Background: an optimization exercise with open tools, aiming at small area and a short achievable clock period. Do not read the settings as production practice.
In this exercise RTL edits were held to simulation tests only and were not proved equivalent to the original.
Power and IR drop assume default switching activity.

<file path="design/flow/design.v">
package lvt_pkg;
    localparam int LVT_WIDTH = 32;    
    localparam int LVT_DEPTH = 512;   
    localparam int LVT_PORTS = 4;     
    localparam int LVT_REQS  = 8;     
    localparam int LVT_CNT_W = 16;    
endpackage
import lvt_pkg::*;
module lvt_sched_pick
#(
    parameter  int DEPTH = lvt_pkg::LVT_DEPTH,
    parameter  int PORTS = lvt_pkg::LVT_PORTS,
    parameter  int REQS  = lvt_pkg::LVT_REQS,
    localparam int AW    = $clog2(DEPTH),
    localparam int RW    = (REQS > 1) ? $clog2(REQS) : 1
) (
    input  logic                          rst_n,
    input  logic [RW-1:0]                 rr,
    input  logic [REQS-1:0]               req_valid,
    input  logic [REQS-1:0][AW-1:0]       req_addr,
    output logic [REQS-1:0]               req_ready,
    output logic [PORTS-1:0][REQS-1:0]    sel,
    output logic [RW-1:0]                 next_rr,
    output logic                          conflict
);
    logic [REQS-1:0][REQS-1:0] prior;    
    logic [REQS-1:0][REQS-1:0] eq;       
    logic [REQS-1:0]           first;
    logic [REQS-1:0][PORTS:1]  ge;       
    logic [REQS-1:0]           last;     
    logic [REQS:0] rge;                  
    always_comb begin
        for (int x = 0; x <= REQS; x++) rge[x] = (int'(rr) >= x);
        for (int i = 0; i < REQS; i++) begin
            for (int j = 0; j < REQS; j++) begin
                if (j < i)      prior[i][j] = ~rge[j+1] | rge[i+1];
                else if (j > i) prior[i][j] = rge[i+1] & ~rge[j+1];
                else            prior[i][j] = 1'b0;
            end
        end
    end
    for (genvar i = 0; i < REQS; i++) begin : g_eq_row
        assign eq[i][i] = 1'b0;
        for (genvar j = 0; j < i; j++) begin : g_eq
            lvt_sched_eq #(.AW(AW)) u_eq (.a(req_addr[i]), .b(req_addr[j]), .y(eq[i][j]));
            assign eq[j][i] = eq[i][j];
        end
    end
    logic [REQS-1:0] nf;
    logic [REQS-1:0][1:0] nfc;
    logic            nrst;
    assign nrst = ~rst_n;
    for (genvar i = 0; i < REQS; i++) begin : g_first
        logic [REQS-2:0] t;       
        logic [REQS-2:0] vp, e;
        logic [2:0]      x;
        for (genvar u = 0; u < REQS - 1; u++) begin : g_o
            localparam int J = (u < i) ? u : u + 1;
            assign vp[u] = req_valid[J] & prior[i][J];
            assign e[u]  = eq[i][J];
        end
        lvt_sched_aoi222 u_x0 (.a1(vp[0]), .a2(e[0]), .b1(vp[1]), .b2(e[1]), .c1(vp[2]), .c2(e[2]), .y(x[0]));
        lvt_sched_aoi222 u_x1 (.a1(vp[3]), .a2(e[3]), .b1(vp[4]), .b2(e[4]), .c1(vp[5]), .c2(e[5]), .y(x[1]));
        lvt_sched_nand2  u_x2 (.a(vp[6]), .b(e[6]), .y(x[2]));
        lvt_sched_nand4  u_nf (.a(req_valid[i]), .b(x[0]), .c(x[1]), .d(x[2]), .y(nf[i]));
        lvt_sched_nand4  u_nf0 (.a(req_valid[i]), .b(x[0]), .c(x[1]), .d(x[2]), .y(nfc[i][0]));
        lvt_sched_nand4  u_nf1 (.a(req_valid[i]), .b(x[0]), .c(x[1]), .d(x[2]), .y(nfc[i][1]));
        assign first[i] = ~nf[i];
    end
    logic [REQS-1:0] gx, gy;     
    for (genvar i = 0; i < REQS; i++) begin : g_cnt
        logic [REQS-2:0] f, np;   
        logic [2:0]      npp;     
        logic [2:0]      p1, p2;  
        logic            s6;
        logic [4:1]      nc;
        logic [3:1]      nd;
        for (genvar u = 0; u < REQS - 1; u++) begin : g_o
            localparam int J = (u < i) ? u : u + 1;
            assign f[u]  = nfc[J][(i + J) % 2];
            assign np[u] = ~prior[i][J];
        end
        for (genvar q = 0; q < 3; q++) begin : g_pair
            assign npp[q] = ~(prior[i][(2*q < i) ? 2*q : 2*q + 1] & prior[i][(2*q + 1 < i) ? 2*q + 1 : 2*q + 2]);
            lvt_sched_o22ai u_p1 (.a1(f[2*q]), .a2(np[2*q]), .b1(f[2*q+1]), .b2(np[2*q+1]), .y(p1[q]));
            lvt_sched_nor3  u_p2 (.a(f[2*q]), .b(f[2*q+1]), .c(npp[q]), .y(p2[q]));
        end
        lvt_sched_nor2   u_s6  (.a(f[6]), .b(np[6]), .y(s6));
        lvt_sched_nor2   u_nc1 (.a(p1[0]), .b(p1[1]), .y(nc[1]));
        lvt_sched_a211oi u_nc2 (.a1(p1[0]), .a2(p1[1]), .b1(p2[0]), .c1(p2[1]), .y(nc[2]));
        lvt_sched_a22oi  u_nc3 (.a1(p2[0]), .a2(p1[1]), .b1(p1[0]), .b2(p2[1]), .y(nc[3]));
        lvt_sched_nand2  u_nc4 (.a(p2[0]), .b(p2[1]), .y(nc[4]));
        lvt_sched_nor2   u_nd1 (.a(p1[2]), .b(s6), .y(nd[1]));
        lvt_sched_a21oi  u_nd2 (.a1(p1[2]), .a2(s6), .b1(p2[2]), .y(nd[2]));
        lvt_sched_nand2  u_nd3 (.a(p2[2]), .b(s6), .y(nd[3]));
        lvt_sched_o22ai  u_gx  (.a1(nc[3]), .a2(nd[1]), .b1(nc[2]), .b2(nd[2]), .y(gx[i]));
        lvt_sched_o21ai  u_gy  (.a1(nc[1]), .a2(nd[3]), .b1(nc[4]), .y(gy[i]));
        lvt_sched_nor4   u_rdy (.a(nf[i]), .b(gx[i]), .c(gy[i]), .d(nrst), .y(req_ready[i]));
        assign ge[i][1] = ~nc[1] | ~nd[1];
        assign ge[i][2] = ~nc[2] | ~nd[2] | (~nc[1] & ~nd[1]);
        assign ge[i][3] = ~nc[3] | ~nd[3] | (~nc[2] & ~nd[1]) | (~nc[1] & ~nd[2]);
        assign ge[i][4] = gx[i] | gy[i];
    end
    always_comb begin
        conflict = 1'b0;
        for (int i = 0; i < REQS; i++) begin
            sel[0][i]    = first[i] & ~ge[i][1];
            sel[1][i]    = first[i] &  ge[i][1] & ~ge[i][2];
            sel[2][i]    = first[i] &  ge[i][2] & ~ge[i][3];
            sel[3][i]    = first[i] &  ge[i][3] & ~ge[i][4];
            if (req_valid[i] && !first[i] && !ge[i][4]) conflict = 1'b1;
        end
    end
    always_comb begin
        next_rr = rr;
        for (int i = 0; i < REQS; i++) begin
            last[i] = first[i] & ~ge[i][4];
            for (int j = 0; j < REQS; j++) begin
                if (first[j] && !ge[j][4] && prior[j][i]) last[i] = 1'b0;
            end
            if (last[i]) next_rr = RW'((i + 1) % REQS);
        end
    end
endmodule
module lvt_sched_bitmux
#(
    parameter  int REQS = lvt_pkg::LVT_REQS
) (
    input  logic [REQS-1:0] sel,
    input  logic [REQS-1:0] d,
    input  logic            hold,
    input  logic            q,
    output logic            y
);
    logic [2:0] n;
    lvt_sched_aoi222 u_n0 (.a1(sel[0]), .a2(d[0]), .b1(sel[1]), .b2(d[1]), .c1(sel[2]), .c2(d[2]), .y(n[0]));
    lvt_sched_aoi222 u_n1 (.a1(sel[3]), .a2(d[3]), .b1(sel[4]), .b2(d[4]), .c1(sel[5]), .c2(d[5]), .y(n[1]));
    lvt_sched_aoi222 u_n2 (.a1(sel[6]), .a2(d[6]), .b1(sel[7]), .b2(d[7]), .c1(hold),   .c2(q),    .y(n[2]));
    assign y = ~&n;
endmodule
module lvt_sched_aoi222 (
    input  logic a1, a2, b1, b2, c1, c2,
    output logic y
);
    assign y = ~((a1 & a2) | (b1 & b2) | (c1 & c2));
endmodule
module lvt_sched_eq
#(
    parameter  int AW = $clog2(lvt_pkg::LVT_DEPTH)
) (
    input  logic [AW-1:0] a,
    input  logic [AW-1:0] b,
    output logic          y
);
    localparam int NG = (AW + 2) / 3;
    logic [NG*3-1:0] ax, bx;
    logic [NG-1:0]   ne;
    assign ax = (NG*3)'(a);
    assign bx = (NG*3)'(b);
    for (genvar g = 0; g < NG; g++) begin : g_grp
        lvt_sched_ne3 u_ne (.a(ax[3*g +: 3]), .b(bx[3*g +: 3]), .y(ne[g]));
    end
    assign y = ~|ne;
endmodule
module lvt_sched_ne3 (
    input  logic [2:0] a,
    input  logic [2:0] b,
    output logic       y
);
    assign y = (a != b);
endmodule
module lvt_sched_nand2 (input logic a, b, output logic y);
    assign y = ~(a & b);
endmodule
module lvt_sched_nand4 (input logic a, b, c, d, output logic y);
    assign y = ~(a & b & c & d);
endmodule
module lvt_sched_nor2 (input logic a, b, output logic y);
    assign y = ~(a | b);
endmodule
module lvt_sched_nor3 (input logic a, b, c, output logic y);
    assign y = ~(a | b | c);
endmodule
module lvt_sched_nor4 (input logic a, b, c, d, output logic y);
    assign y = ~(a | b | c | d);
endmodule
module lvt_sched_o22ai (input logic a1, a2, b1, b2, output logic y);
    assign y = ~((a1 | a2) & (b1 | b2));
endmodule
module lvt_sched_o21ai (input logic a1, a2, b1, output logic y);
    assign y = ~((a1 | a2) & b1);
endmodule
module lvt_sched_a211oi (input logic a1, a2, b1, c1, output logic y);
    assign y = ~((a1 & a2) | b1 | c1);
endmodule
module lvt_sched_a22oi (input logic a1, a2, b1, b2, output logic y);
    assign y = ~((a1 & a2) | (b1 & b2));
endmodule
module lvt_sched_a21oi (input logic a1, a2, b1, output logic y);
    assign y = ~((a1 & a2) | b1);
endmodule
import lvt_pkg::*;
module lvt_write_scheduler
#(
    parameter  int WIDTH = lvt_pkg::LVT_WIDTH,
    parameter  int DEPTH = lvt_pkg::LVT_DEPTH,
    parameter  int PORTS = lvt_pkg::LVT_PORTS,
    parameter  int REQS  = lvt_pkg::LVT_REQS,
    localparam int AW    = $clog2(DEPTH),
    localparam int RW    = (REQS > 1) ? $clog2(REQS) : 1
) (
    input  logic                          clk,
    input  logic                          rst_n,
    input  logic [REQS-1:0]               req_valid,
    input  logic [REQS-1:0][AW-1:0]       req_addr,
    input  logic [REQS-1:0][WIDTH-1:0]    req_data,
    output logic [REQS-1:0]               req_ready,
    output logic [PORTS-1:0]              port_en,
    output logic [PORTS-1:0][AW-1:0]      port_addr,
    output logic [PORTS-1:0][WIDTH-1:0]   port_d,
    output logic [LVT_CNT_W-1:0]          conflict_cnt
);
    logic [RW-1:0]                rr_q;
    logic [PORTS-1:0]             port_en_q;
    logic [PORTS-1:0][AW-1:0]     port_addr_q, port_addr_d;
    logic [PORTS-1:0][WIDTH-1:0]  port_d_q, port_d_d;
    logic [LVT_CNT_W-1:0]         conflict_cnt_q, conflict_cnt_d;
    logic [PORTS-1:0][REQS-1:0]   sel;
    logic [PORTS-1:0]             pick_en;
    logic [RW-1:0]                next_rr;
    logic                         conflict;
    lvt_sched_pick #(
        .DEPTH (DEPTH),
        .PORTS (PORTS),
        .REQS  (REQS)
    ) u_pick (
        .rst_n     (rst_n),
        .rr        (rr_q),
        .req_valid (req_valid),
        .req_addr  (req_addr),
        .req_ready (req_ready),
        .sel       (sel),
        .next_rr   (next_rr),
        .conflict  (conflict)
    );
    logic [PORTS-1:0] hold;
    always_comb begin
        for (int k = 0; k < PORTS; k++) begin
            pick_en[k] = |sel[k];
            hold[k]    = ~pick_en[k];
        end
        conflict_cnt_d = (conflict && !(&conflict_cnt_q)) ? conflict_cnt_q + 1'b1 : conflict_cnt_q;
    end
    for (genvar k = 0; k < PORTS; k++) begin : g_port
        for (genvar b = 0; b < AW; b++) begin : g_addr
            logic [REQS-1:0] col;
            for (genvar i = 0; i < REQS; i++) begin : g_col
                assign col[i] = req_addr[i][b];
            end
            lvt_sched_bitmux #(.REQS(REQS)) u_mux (
                .sel(sel[k]), .d(col), .hold(hold[k]), .q(port_addr_q[k][b]), .y(port_addr_d[k][b])
            );
        end
        for (genvar b = 0; b < WIDTH; b++) begin : g_data
            logic [REQS-1:0] col;
            for (genvar i = 0; i < REQS; i++) begin : g_col
                assign col[i] = req_data[i][b];
            end
            lvt_sched_bitmux #(.REQS(REQS)) u_mux (
                .sel(sel[k]), .d(col), .hold(hold[k]), .q(port_d_q[k][b]), .y(port_d_d[k][b])
            );
        end
    end
    always_ff @(posedge clk or negedge rst_n) begin
        if (!rst_n) begin
            rr_q           <= '0;
            port_en_q      <= '0;
            port_addr_q    <= '0;
            port_d_q       <= '0;
            conflict_cnt_q <= '0;
        end else begin
            rr_q           <= next_rr;
            port_en_q      <= pick_en;
            port_addr_q    <= port_addr_d;
            port_d_q       <= port_d_d;
            conflict_cnt_q <= conflict_cnt_d;
        end
    end
    assign port_en      = port_en_q;
    assign port_addr    = port_addr_q;
    assign port_d       = port_d_q;
    assign conflict_cnt = conflict_cnt_q;
endmodule
</file>
<file path="design/flow/flow/run.sh">
#!/bin/bash
# Standard layout, except that the port buffers are plain buf_1 cells instead of the
# delay cells buffer_ports picks by default (every port still gets its own buffer), and
# timing repair aims for 9 ns of setup slack instead of 0.
set -euo pipefail
export BUFFER_PORTS_ARGS="-buffer_cell sky130_fd_sc_hd__buf_1"
export SETUP_SLACK_MARGIN=9
bash standard.sh > standard.log 2>&1
</file>
<file path="design/flow/standard.sh">
#!/bin/bash
# synth_recipe.tcl (not shown) runs the flow's synth.tcl, then flattens the netlist and writes it again
# the make line also repeats each setting of config.mk as NAME=value (left out here)
make -C /OpenROAD-flow-scripts/flow DESIGN_CONFIG=/design/flow/config.mk WORK_HOME=/design/flow/orfs CLKGATE_MAP_FILE= SYNTH_SCRIPT=/design/flow/synth_recipe.tcl "${@:-finish}"
</file>
<file path="design/flow/constraint.sdc">
create_clock -name core_clock -period 21.0 [get_ports {clk}]
set_input_delay 4.2000 -clock core_clock [delete_from_list [all_inputs] [get_ports {clk}]]
set_output_delay 4.2000 -clock core_clock [all_outputs]
set_load 0.01 [all_outputs]
</file>
<file path="design/flow/config.mk">
export PLATFORM = sky130hd
export DESIGN_NAME = lvt_write_scheduler
export DESIGN_NICKNAME = lvt_write_scheduler
export VERILOG_FILES = /design/flow/design.v
export SDC_FILE = /design/flow/constraint.sdc
export NUM_CORES = 4
export LEC_CHECK = 0
export CAP_MARGIN = 20
export CORE_MARGIN = 2
export CORE_UTILIZATION = 40
export CTS_BUF_LIST = sky130_fd_sc_hd__clkbuf_4 sky130_fd_sc_hd__clkbuf_8
export PLACE_DENSITY = 0.5
export SLEW_MARGIN = 20
export SYNTH_HIERARCHICAL = 1
</file>
==> results.txt <==
[logic make-up after synthesis]
logic type / Yosys count / synth area share, %
xor+xnor: 268 / 13.7
fa+ha+maj: 8 / 0.584
buf+inv: 54 / 1.50
simple gates: 635 / 20.7
compound gates: 647 / 36.1
flops: 187 / 27.3
mux: 2 / 0.131
[Yosys cell counts, drive strengths merged, types with 7 or more instances]
| library cell | number |
|---|---|
| nand3 | 256 |
| ha | 8 |
| inv | 45 |
| nand2 | 76 |
| a31oi | 9 |
| o211ai | 9 |
| a21oi | 24 |
| nor2 | 107 |
| a222oi | 508 |
| o22ai | 33 |
| xnor2 | 268 |
| dfrtp | 187 |
| nor2b | 13 |
| o21ai | 17 |
| a22oi | 9 |
| or3 | 7 |
| nor3 | 74 |
| nand4 | 32 |
| nor4 | 29 |
| and2 | 26 |
| a211oi | 8 |
[Yosys stat by module (local to each module, per instance), a selection]
| module | area (um^2) | flops+latches | cells inside |
|---|---|---|---|
| lvt_sched_o22ai | 6.26 | 0 | 1 |
| lvt_sched_a22oi | 12.5 | 0 | 1 |
| lvt_sched_o21ai | 5.00 | 0 | 1 |
| lvt_sched_a211oi | 12.5 | 0 | 1 |
| lvt_sched_nand2 | 3.75 | 0 | 1 |
| lvt_write_scheduler | 5190 | 187 | 258 |
| lvt_sched_nor4 | 12.5 | 0 | 1 |
| lvt_sched_aoi222 | 10.0 | 0 | 1 |
| lvt_sched_nand4 | 6.26 | 0 | 1 |
| lvt_sched_ne3 | 31.3 | 0 | 4 |
| lvt_sched_nor3 | 10.0 | 0 | 1 |
| lvt_sched_a21oi | 8.76 | 0 | 1 |
[what timing repair did]
action	CTS	global route
setup buffers	0	6
endpoints found under the setup margin	0	8
resized for setup	0	7
[cell type report]
cell class              count  area (um^2)
well taps                 539          674
clock buffers              19          255
repair buffers            576         2350
clock inverters            12          136
fillers                  4209        21400
flip-flops and latches    187         4680
multi-input cells        1560        12400
inverters                  45          181
diodes                     21         52.6
[power by group through the flow]
stage / Combinational, mW / Sequential, mW / Clock [mW]
2_1_floorplan: 1.42 / 0.746 / 0
5_1_grt: 2.73 / 0.712 / 0.289
6_report: 2.67 / 0.698 / 0.277
3_3_place_gp: 2.51 / 0.692 / 0
4_1_cts: 2.53 / 0.691 / 0.278
3_5_place_dp: 2.52 / 0.695 / 0
[sequential cells by signal (all words and copies together), names as in the netlist]
signal,count
conflict_cnt_q,16
port_addr_q,36
port_d_q,128
rr_q,3
port_en_q,4
[critical path: stages]
cell and delay, ns:
clkdlybuf4s15_1 0.58, xnor2_1 0.29, nand3_1 0.13, nor3_2 0.06, a222oi_1 0.53, nand4_1 0.51, o22ai_1 0.54, nor2_1 0.19
o22ai_1 0.37, nor4_2 0.10, buf_1 0.15
[worst paths after layout]
path | to | slack, ns | cells after the start
min in group asynchronous | rr_q[0]$_DFF_PN0_ | 3.69 | 1
hold reg to reg | conflict_cnt_q[10]$_DFFE_PN0P_ | 0.53 | 1
setup reg to reg | port_d_q[97]$_DFF_PN0_ | 13.47 | 20
hold / removal | conflict_cnt_q[10]$_DFFE_PN0P_ | 0.53 | 1
setup / recovery | req_ready[4] | 9.12 | 11
max in group asynchronous | port_d_q[31]$_DFF_PN0_ | 15.42 | 3
[per-layer routing]
layer  global-route usage [%]  up-vias  part of all wire (%)  routed length [um]
li1                         -     9354                     -                   -
met1                     56.7    11300                    34               37900
met2                     69.3     2395                    42               46300
met3                     16.9      614                    16               17300
met4                     34.3       10                   7.8                8580
met5                        0        -                 0.050                  55
[per-stage QoR]
stage          total power, mW  worst slack (ns)
3_5_place_dp              3.21              9.06
4_1_cts                   3.50              9.05
5_1_grt                   3.73              9.02
3_3_place_gp              3.20              9.06
6_report                  3.64              9.12
2_1_floorplan             2.16             10.67
==> summary.txt <==
Run status
  – Run status: complete, no violations

Floorplan
  – Overall die height: ~210 um
  – Row cnt: between 70 and 80
  – Core box area: 42100 um^2
  – Die width: 211 um
  – Boundary Pins: between 500 and 600
  – Starting utilization of the core area: 40.7%
  – Floorplan die area: roughly 44000 um^2

Power
  – Clock network fraction of total power: around 7.6%
  – Switching Share: 58.2%
  – Internal Dissipation: ~1.5 mW
  – Leakage: roughly 6.7 nW
  – Power share of the sequential group: a little under a fifth
  – Net switching power: ~2.1 mW
  – Power density normalized to cell area: between 150 and 200 nW/um^2
  – IR drop worst, VDD: roughly 0.00012 V
  – Combinational power share: between 70 and 80%

Logic synthesis
  – Biggest area consumer among synthesized cells: a222oi_1
  – Post-synthesis cell count: between 1500 and 2000
  – Netlist area before placement: ~17000 um^2
  – Leading register cell type out of synthesis: dfrtp_1
  – Register area share after synthesis: a little over a quarter
  – EDFF count, synth: 0
  – Net count after synthesis: approximately 2100
  – Main area contributors after synthesis: a222oi_1 (30%), dfrtp_1 (27%), xnor2_1 (14%)
  – Post-synth cell types: 75
  – Average size of a mapped cell: 9.51 um^2
  – Fraction of registers with async set or reset after synthesis: 100%
  – Number of synthesized register bits: around 190
  – Share of the synthesized area in the top cell type: roughly 30%
  – YS warnings: 8

Timing
  – Sum of negative setup slack: 0 ns
  – Max frequency: between 80 and 90 MHz
  – Final slew viol count: 0
  – Worst-case clock skew: 0.0160 ns
  – Final hold viol count: 0
  – Worst max-slew margin expressed relative to the limit: approximately 28%
  – Min Tclk post-route: 11.88 ns
  – Unrepaired setup endpoints after global routing: false
  – Tightest hold margin: roughly 0.53 ns
  – Final clock period utilization by the worst path: 56.6%
  – Total of endpoints with negative setup slack in the final report: 0
  – Worst Tran Pin Value: around 1.1 ns

Global route
  – Wire length of the first global-routing pass: around 150 mm
  – Pin count of the biggest net entering global routing: 56
  – Total congestion overflow: 0
  – GRT Total Usage: a little under half
  – Number of global-route vias before repair: between 20000 and 25000
  – Initial antenna violation count: 23

Final layout
  – Layout cell share with drive strength beyond 1: a little over 10%
  – Commonest cells after routing, fill and taps aside: buf_1 (522), a222oi_1 (508), xnor2_1 (268), nand3_1 (255), dfrtp_1 (187)
  – Final Instance Count excl. Fillers: between 2000 and 3000
  – Final instance area: about 21000 um^2
  – Relative area change from synthesis to final layout: 21.0%
  – Most frequent standard cell in the layout excluding fill and tap cells: buf_1
  – Core occupancy in the finished layout: 49.2%
  – Fin nets: 2733

Setup path
  – Worst flop-to-flop path startpoint: rr_q[2]$_DFF_PN0_
  – Endpoint class of the critical path: output pin
  – Data required time of the worst path: about 17 ns
  – Critical path data arrival time: around 7.7 ns
  – Critical path launch point type: primary input
  – Setup CP Type: in -> out
  – Biggest fanout along the worst timing path: 11
  – Critical path launch point: req_addr[62]

Place
  – IO buf count: about 530
  – DP HPWL: between 60 and 70 mm
  – Post-Place Cell Area: 20200 um^2
  – Last weighted congestion value of the routability-driven placer: 1.04
  – Placed cells: 2901

Detailed routing
  – Final routed wire length divided by cell count: between 30 and 40 um
  – Residual antenna-violating net count after detailed routing: 0
  – Per-cell via count in the routed design: around 8
  – First DRT Iteration DRCs: about 6400
  – First-pass iteration count of the detailed router: 15
  – Routed Wire Length: roughly 110 mm
  – Number of remaining DRC errors: 0
  – Via count of the routed design: 23600

Clock tree
  – CTS Buf Count: 17
  – Hold-fix buffers, CTS: 0
  – Clock edge transition at the registers on the reported setup and hold paths: 0.10 ns
  – CTS H-tree lvls: 4
  – Number of buffers on the longest clock path: 2
  – Clk Latency, worst-skew pair: approximately 0.60 ns
  – Clock tree from TritonCTS: done
  – Library cell used as clock root buffer: clkbuf_8
  – CTS Sinks: 187

Flow run
  – Maxcap violations: 0

Min path
  – Launch point of the worst hold path: conflict_cnt_q[10]$_DFFE_PN0P_
  – Path class of the lowest-slack min-delay path: reg -> reg

==> what the ideal ports hide <==
Ports are ideal in the flow. The routed layout listed here was re-timed in OpenROAD. Step 1 sets driving cells, clkbuf_16 on the clock port and buf_2 on the other inputs (assumed; they add their load-dependent delay and slew). Step 2 moves the port delays by t, midway between the first and last clock arrival at a register: inputs arrive t later, outputs are due t later. That takes back most of the time a late clock gives input paths. Three values: no drivers, after step 1, after step 2; two values: the first two.
t (ns): 0.646
slack for setup (ns): 9.124 / 9.060 / 9.060
hold slack, ns: 0.531 / 0.531 / 0.531
After both steps setup and hold are still met in this run. For this run, drivers alone change the setup slack by -0.064 ns; drivers and shift together by -0.064 ns.
